What follows belongs to an exercise in optimizing a design on an open flow for small area, a short achievable clock period and few clock cycles; a production flow would make more cautious choices.
Function was checked by simulation only, so behaviour that the tests miss may differ from the original.

### design/flow/config.mk
export PLATFORM = sky130hd
export DESIGN_NAME = e_mdu
export DESIGN_NICKNAME = e_mdu
export VERILOG_FILES = /design/flow/design.v
export SDC_FILE = /design/flow/constraint.sdc
export NUM_CORES = 4
export LEC_CHECK = 0
export CAP_MARGIN = 20
export CORE_MARGIN = 2
export CORE_UTILIZATION = 40
export SLEW_MARGIN = 20
### design/flow/constraint.sdc
create_clock -name core_clock -period 72.0 [get_ports {clk}]
set_input_delay 14.4000 -clock core_clock [delete_from_list [all_inputs] [get_ports {clk}]]
set_output_delay 14.4000 -clock core_clock [all_outputs]
set_load 0.01 [all_outputs]
### design/flow/design.v
package e_mdu_pkg;
  localparam logic [2:0] MD_NONE  = 3'd0;
  localparam logic [2:0] MD_MULT  = 3'd1;
  localparam logic [2:0] MD_MULTU = 3'd2;
  localparam logic [2:0] MD_DIV   = 3'd3;
  localparam logic [2:0] MD_DIVU  = 3'd4;
  localparam int unsigned DIV_K  = 5;
  localparam int unsigned DIV_MAXC = (32 + DIV_K - 1) / DIV_K;
  localparam int unsigned CNT_W    = (DIV_MAXC < 2) ? 1 : (DIV_MAXC < 4) ? 2 : (DIV_MAXC < 8) ? 3 : (DIV_MAXC < 16) ? 4 : 5;
  localparam int unsigned DW       = 32 + DIV_K - 1;
endpackage
import e_mdu_pkg::*;
module e_mdu_core
(
  input  logic [31:0] a_i,
  input  logic [31:0] b_i,
  input  logic        signed_i,
  output logic [63:0] prod_o
);
  localparam int NPP = 17;
  function automatic logic [63:0] sign_k();
    logic [63:0] k;
    k = '0;
    for (int j = 0; j < NPP; j++) k = k - (64'd1 << (33 + 2*j));
    sign_k = k;
  endfunction
  logic [33:0] x;    
  logic [34:0] y;    
  logic [63:0] rows [NPP];
  logic [63:0] negs;
  assign x = {{2{signed_i & a_i[31]}}, a_i};
  assign y = {{2{signed_i & b_i[31]}}, b_i, 1'b0};
  always_comb begin
    negs = '0;
    for (int j = 0; j < NPP; j++) begin
      logic one, two, neg;
      logic [33:0] pp;
      neg = y[2*j+2];
      one = y[2*j+1] ^ y[2*j];
      two = (y[2*j+2] & ~y[2*j+1] & ~y[2*j]) | (~y[2*j+2] & y[2*j+1] & y[2*j]);
      for (int i = 0; i < 34; i++)
        pp[i] = ((one & x[i]) | (two & (i > 0 ? x[i-1] : 1'b0))) ^ neg;
      pp[33] = ~pp[33];
      rows[j] = 64'({pp}) << (2*j);
      negs[2*j] = neg;
    end
  end
  always_comb begin
    prod_o = sign_k() + negs;
    for (int j = 0; j < NPP; j++) prod_o = prod_o + rows[j];
  end
endmodule
import e_mdu_pkg::*;
module e_mdu (
  input  logic        clk,
  input  logic        reset,
  input  logic        start,
  input  logic [2:0]  md_op,
  input  logic [31:0] rs_val,
  input  logic [31:0] rt_val,
  input  logic        mthi,
  input  logic        mtlo,
  input  logic        rd_hi,
  output logic        busy,
  output logic [31:0] hi,
  output logic [31:0] lo,
  output logic [31:0] md_out
);
  function automatic logic [5:0] bitlen(input logic [31:0] v);
    bitlen = '0;
    for (int i = 0; i < 32; i++) if (v[i]) bitlen = 6'(i + 1);
  endfunction
  logic             busy_q, busy_d;
  logic [CNT_W-1:0] cnt_q, cnt_d;
  logic [31:0]      hi_q, hi_d, lo_q, lo_d;
  logic [DW-1:0]    dvs_q, dvs_d;       
  logic             negq_q, negq_d, negr_q, negr_d;
  logic        launch, is_mul, is_div, sgn;
  assign launch = !busy_q && start && (md_op >= MD_MULT) && (md_op <= MD_DIVU);
  assign is_mul = (md_op == MD_MULT) || (md_op == MD_MULTU);
  assign is_div = (md_op == MD_DIV) || (md_op == MD_DIVU);
  assign sgn    = (md_op == MD_MULT) || (md_op == MD_DIV);
  logic [63:0] prod;
  e_mdu_core u_mul (
    .a_i      (rs_val),
    .b_i      (rt_val),
    .signed_i (sgn),
    .prod_o   (prod)
  );
  logic        sa, sb;
  logic [31:0] am, bm;
  logic [5:0]  la, lb;
  logic [5:0]  nq;                       
  logic [CNT_W-1:0] ncyc;
  logic [DW-1:0] dvs_init;
  logic        div_short;                
  assign sa = sgn & rs_val[31];
  assign sb = sgn & rt_val[31];
  assign am = sa ? -rs_val : rs_val;
  assign bm = sb ? -rt_val : rt_val;
  assign la = bitlen(am);
  assign lb = bitlen(bm);
  assign div_short = la < lb;
  assign nq = la - lb + 6'd1;
  always_comb begin
    ncyc     = '0;
    dvs_init = '0;
    for (int c = 1; c <= DIV_MAXC; c++) begin
      if (nq > 6'(DIV_K * (c - 1)) && nq <= 6'(DIV_K * c)) begin
        ncyc     = CNT_W'(c);
        dvs_init = DW'(bm) << (DIV_K * c - 1);
      end
    end
  end
  logic [31:0]     rem_n, quo_n, rem_fix, quo_fix;
  logic [DIV_K-1:0] qb;
  always_comb begin
    logic [DW-1:0] r, d;
    r = DW'(hi_q);
    for (int i = 0; i < DIV_K; i++) begin
      d = dvs_q >> i;
      if (r >= d) begin
        r = r - d;
        qb[DIV_K-1-i] = 1'b1;
      end else begin
        qb[DIV_K-1-i] = 1'b0;
      end
    end
    rem_n = r[31:0];
    quo_n = {lo_q[31-DIV_K:0], qb};
  end
  assign rem_fix = negr_q ? -rem_n : rem_n;
  assign quo_fix = negq_q ? -quo_n : quo_n;
  always_comb begin
    busy_d = busy_q;
    cnt_d  = cnt_q;
    hi_d   = hi_q;
    lo_d   = lo_q;
    dvs_d  = dvs_q;
    negq_d = negq_q;
    negr_d = negr_q;
    if (busy_q) begin
      cnt_d = cnt_q - CNT_W'(1);
      dvs_d = dvs_q >> DIV_K;
      if (cnt_q == CNT_W'(1)) begin
        busy_d = 1'b0;
        hi_d   = rem_fix;
        lo_d   = quo_fix;
      end else begin
        hi_d   = rem_n;
        lo_d   = quo_n;
      end
    end else if (launch) begin
      if (is_mul) begin
        {hi_d, lo_d} = prod;
      end else if (rt_val == 32'd0) begin
      end else if (div_short) begin
        hi_d = rs_val;
        lo_d = 32'd0;
      end else begin
        busy_d = 1'b1;
        cnt_d  = ncyc;
        dvs_d  = dvs_init;
        hi_d   = am;
        lo_d   = 32'd0;
        negq_d = sa ^ sb;
        negr_d = sa;
      end
    end else begin
      if (mthi) hi_d = rs_val;
      if (mtlo) lo_d = rs_val;
    end
  end
  always_ff @(posedge clk) begin
    if (reset) begin
      busy_q <= 1'b0;
      hi_q   <= '0;
      lo_q   <= '0;
    end else begin
      busy_q <= busy_d;
      hi_q   <= hi_d;
      lo_q   <= lo_d;
    end
    cnt_q  <= cnt_d;
    dvs_q  <= dvs_d;
    negq_q <= negq_d;
    negr_q <= negr_d;
  end
  assign busy   = busy_q;
  assign hi     = hi_q;
  assign lo     = lo_q;
  assign md_out = rd_hi ? hi_q : lo_q;
endmodule
### design/flow/run.sh
#!/bin/bash
# synth_recipe.tcl (not shown) runs the flow's synth.tcl, then flattens the netlist and writes it again
# the make line also repeats each setting of config.mk as NAME=value (left out here)
make -C /OpenROAD-flow-scripts/flow DESIGN_CONFIG=/design/flow/config.mk WORK_HOME=/design/flow/orfs CLKGATE_MAP_FILE= SYNTH_SCRIPT=/design/flow/synth_recipe.tcl finish
==> run notes <==
fin. max-slew vios 0; worst path buffer plus inverter count 3; total congestion overflow 0; xor/xnor cell area share of the yosys netlist 15.3%; largest family of logic cells by synthesized area adder cells; CP max-delay cell clkdlybuf4s50_1; Clk pin slew, worst setup/hold paths 0.08 ns; num ports 170; CP Data Arrival Time 16.15 ns; CP peak stage delay 0.48 ns; Hold Crit Start dvs_q[31]$_SDFFE_PP0P_; relative slew slack 21.2%; Post-Synthesis Cell Area 0.0482 mm2; critical path class primary input to output port; H-tree Lvls 3; Adder-Cell Fraction of Synth Area 29.8%; Routed WL per cell 29.1 um; drt pass-1 iters 8; Post-Route WL 220000 um; root buffer cell clkbuf_16; first-pass GRT wire length 320000 um; post-synthesis mux area share 3.70%; CTS Buf Count 9; die area 0.123 mm2; initial DRC count 6140; Hold Path Class flip-flop to flip-flop; Synthesized Nets 6988; CP top delay family buffers and inverters; ANT nets after route 0; Synth-to-Final Area Change 7.10%; Starting Density 40.3%; max-cap violations 0; worst path cell trace clkdlybuf4s50_1 -> buf_4 -> mux2_2 -> clkdlybuf4s50_1; Placed Instance Area 0.0513 mm2; CTS tree done; vias in the first global route 48005; final non-filler cell area 0.0516 mm2; yosys warns 3; unique cell type count in the Yosys netlist 96; vias per cell 6.49; RSZ-0062 raised after global routing false; die height 351 um; critical path launch point type primary input; fill cell count 12099; DPL Wire Length 161000 um; final hold vios 0; Setup Skew 0.0144 ns; Post-CTS Resized 0; Seq/Total Area, Yosys 5.15%; commonest non-fill, non-tap cell in the layout xnor2_1; Mapped Cells 6041; final setup violation count 0; status timing/DRC/antenna clean; initial antenna violation count 11; CP most frequent cell clkdlybuf4s50_1; fmax 32.7 MHz; Simple-Gate Fraction of Synth Area 11.8%; setup repair bufs after CTS 0; width of the die 351 um; Worst R2R Setup Slack 48.48 ns; DR vias 48938; Setup crit end kind output port; gr usage total 34.8%; reg-to-reg endpoint hi_q[30]$_SDFFE_PP0P_; largest net degree at the start of global routing 82; Post-synth EDFFs 36; R2R Path Start dvs_q[15]$_DFFE_PP_; Hold-fix buffers, CTS 0; Port Buffer Count 169; hold path cells 2; total clock sinks 106; Slew @ Worst Pin 1.17 ns; Final nets 6867; DRC viols 0; most frequent cells in the layout xnor2_1 (689), inv_1 (549), a22oi_1 (516); WHS Endpoint dvs_q[31]$_SDFFE_PP0P_; R2R depth 76; clock buffer depth 2; core outline area 0.120 mm2; Synth Area in Compound Gates 26.3%; fin crit share 42.4%; Worst Path Max Fanout 33; Post-Syn Area per Cell 7.98 um2; Clk Latency, worst-skew pair 0.39 ns; row cnt 127; Post-synth ARST share 0%; worst path required time 57.60 ns; fin util 43.1%; RePlAce Congestion 1.04; layout cells sized above 1 6.67%; setup TNS 0 ns; Yosys reg bits 106; Synth Flop Type dfxtp_1; Tmin final 30.55 ns
-- flip-flops by register name (all words and copies together) (netlist names) --
| register | cells |
|---|---|
| hi_q | 32 |
| lo_q | 32 |
| negr_q | 1 |
| dvs_q | 36 |
| cnt_q | 3 |
| negq_q | 1 |
| busy_q | 1 |
-- tightest hold or removal path: cells and delay by family (launching register included) --
family	cells	cell delay, ns
flip-flops	1	0.32
AND/OR/NAND/NOR	1	0.10
AO/OA/AOI/OAI	1	0.05
-- how the worst max path moves through the flow --
stage | start | endpoint | slack [ns] | depth (start not counted)
after floorplan | rd_hi | md_out[10] | 42.25 | 3
after global placement | rd_hi | md_out[19] | 41.45 | 4
after detailed placement | rd_hi | md_out[26] | 41.45 | 4
after CTS | rd_hi | md_out[26] | 41.44 | 4
after global routing | rd_hi | md_out[26] | 41.38 | 4
final | rd_hi | md_out[26] | 41.45 | 4
-- cell usage after synthesis (54+ instances only) --
library cell | number | share of area [%]
xnor2_1 | 689 | 13
inv_1 | 549 | 4.3
a22oi_1 | 516 | 8.0
fa_1 | 458 | 19
ha_1 | 416 | 11
clkbuf_1 | 372 | 2.9
a21oi_1 | 340 | 3.5
nand2_1 | 333 | 2.6
o21ai_0 | 315 | 3.3
nor2_1 | 296 | 2.3
xor2_1 | 152 | 2.8
a21o_1 | 99 | 1.5
mux2_2 | 97 | 2.3
nor3_1 | 86 | 0.89
nand3_1 | 79 | 0.82
buf_1 | 77 | 0.60
a211oi_1 | 74 | 1.2
dfxtp_1 | 70 | 2.9
mux2i_1 | 65 | 1.3
nand4_1 | 54 | 0.70
-- cell type report --
class                      instances  area (um2)  share of cell area (%)
clock inverter                     7        58.8                   0.114
clock buffer                       9         225                   0.436
timing repair buffer             332        2730                    5.29
antenna                            8        20.0                  0.0388
multi-input combinational       4912       42000                    81.3
tap                             1612        2020                    3.91
inverter                         559        2100                    4.06
sequential                       106        2490                    4.82
-- logic make-up (layout without fill, tap and decap cells) --
| family | Yosys count | count (layout) |
|---|---|---|
| compound gates | 1865 | 1865 |
| simple gates | 1167 | 1167 |
| buf+inv | 1023 | 907 |
| fa+ha+maj | 874 | 874 |
| xor+xnor | 841 | 841 |
| mux | 165 | 165 |
| flops | 106 | 106 |
| other cells | 0 | 8 |
-- routing by layer --
layer	vias up	share of wire, %	routed length (um)	GRT usage [%]
met5	-	0.041	91	0
met4	8	8.1	17800	24.5
met3	796	11	23600	7.80
met2	3090	43	95000	53.9
met1	23802	38	83200	42.7
li1	21242	-	-	-
-- through the flow --
step	cells	worst slack, ns	hold slack [ns]
after floorplan	6041	42.25	0.476
after global placement	7520	41.45	0.496
after detailed placement	7520	41.45	0.501
after CTS	7536	41.44	0.513
after global routing	7538	41.38	0.543
final	7545	41.45	0.507
Testbench counts, summed over its fixed seeds: cycles 4,702.

==> what the ideal ports hide <==
In the flow no input, the clock included, has a driving cell. The finished layout below was timed again as built, in two steps. Step 1, drivers: a clkbuf_16 drives clk and a buf_2 each remaining input, both assumed. Step 2 times the ports against the registers' clock, not the clock port: input delays grow and output delays shrink by t, the midpoint of the rising clock arrivals with the driver on. Slacks: ideal / step 1 / step 2; pairs: ideal / step 1.
shift t [ns]: 0.438
slack for setup (ns): 41.451 / 41.427 / 41.427
hold slack, ns: 0.507 / 0.507 / 0.507
slew at the worst register clock pin (ns): 0.08 / 0.08
cell pins on the clock port's net: 1
After both steps this run still meets setup and hold. The setup slack of this run moves by -0.024 ns with the drivers and by -0.024 ns with both steps.
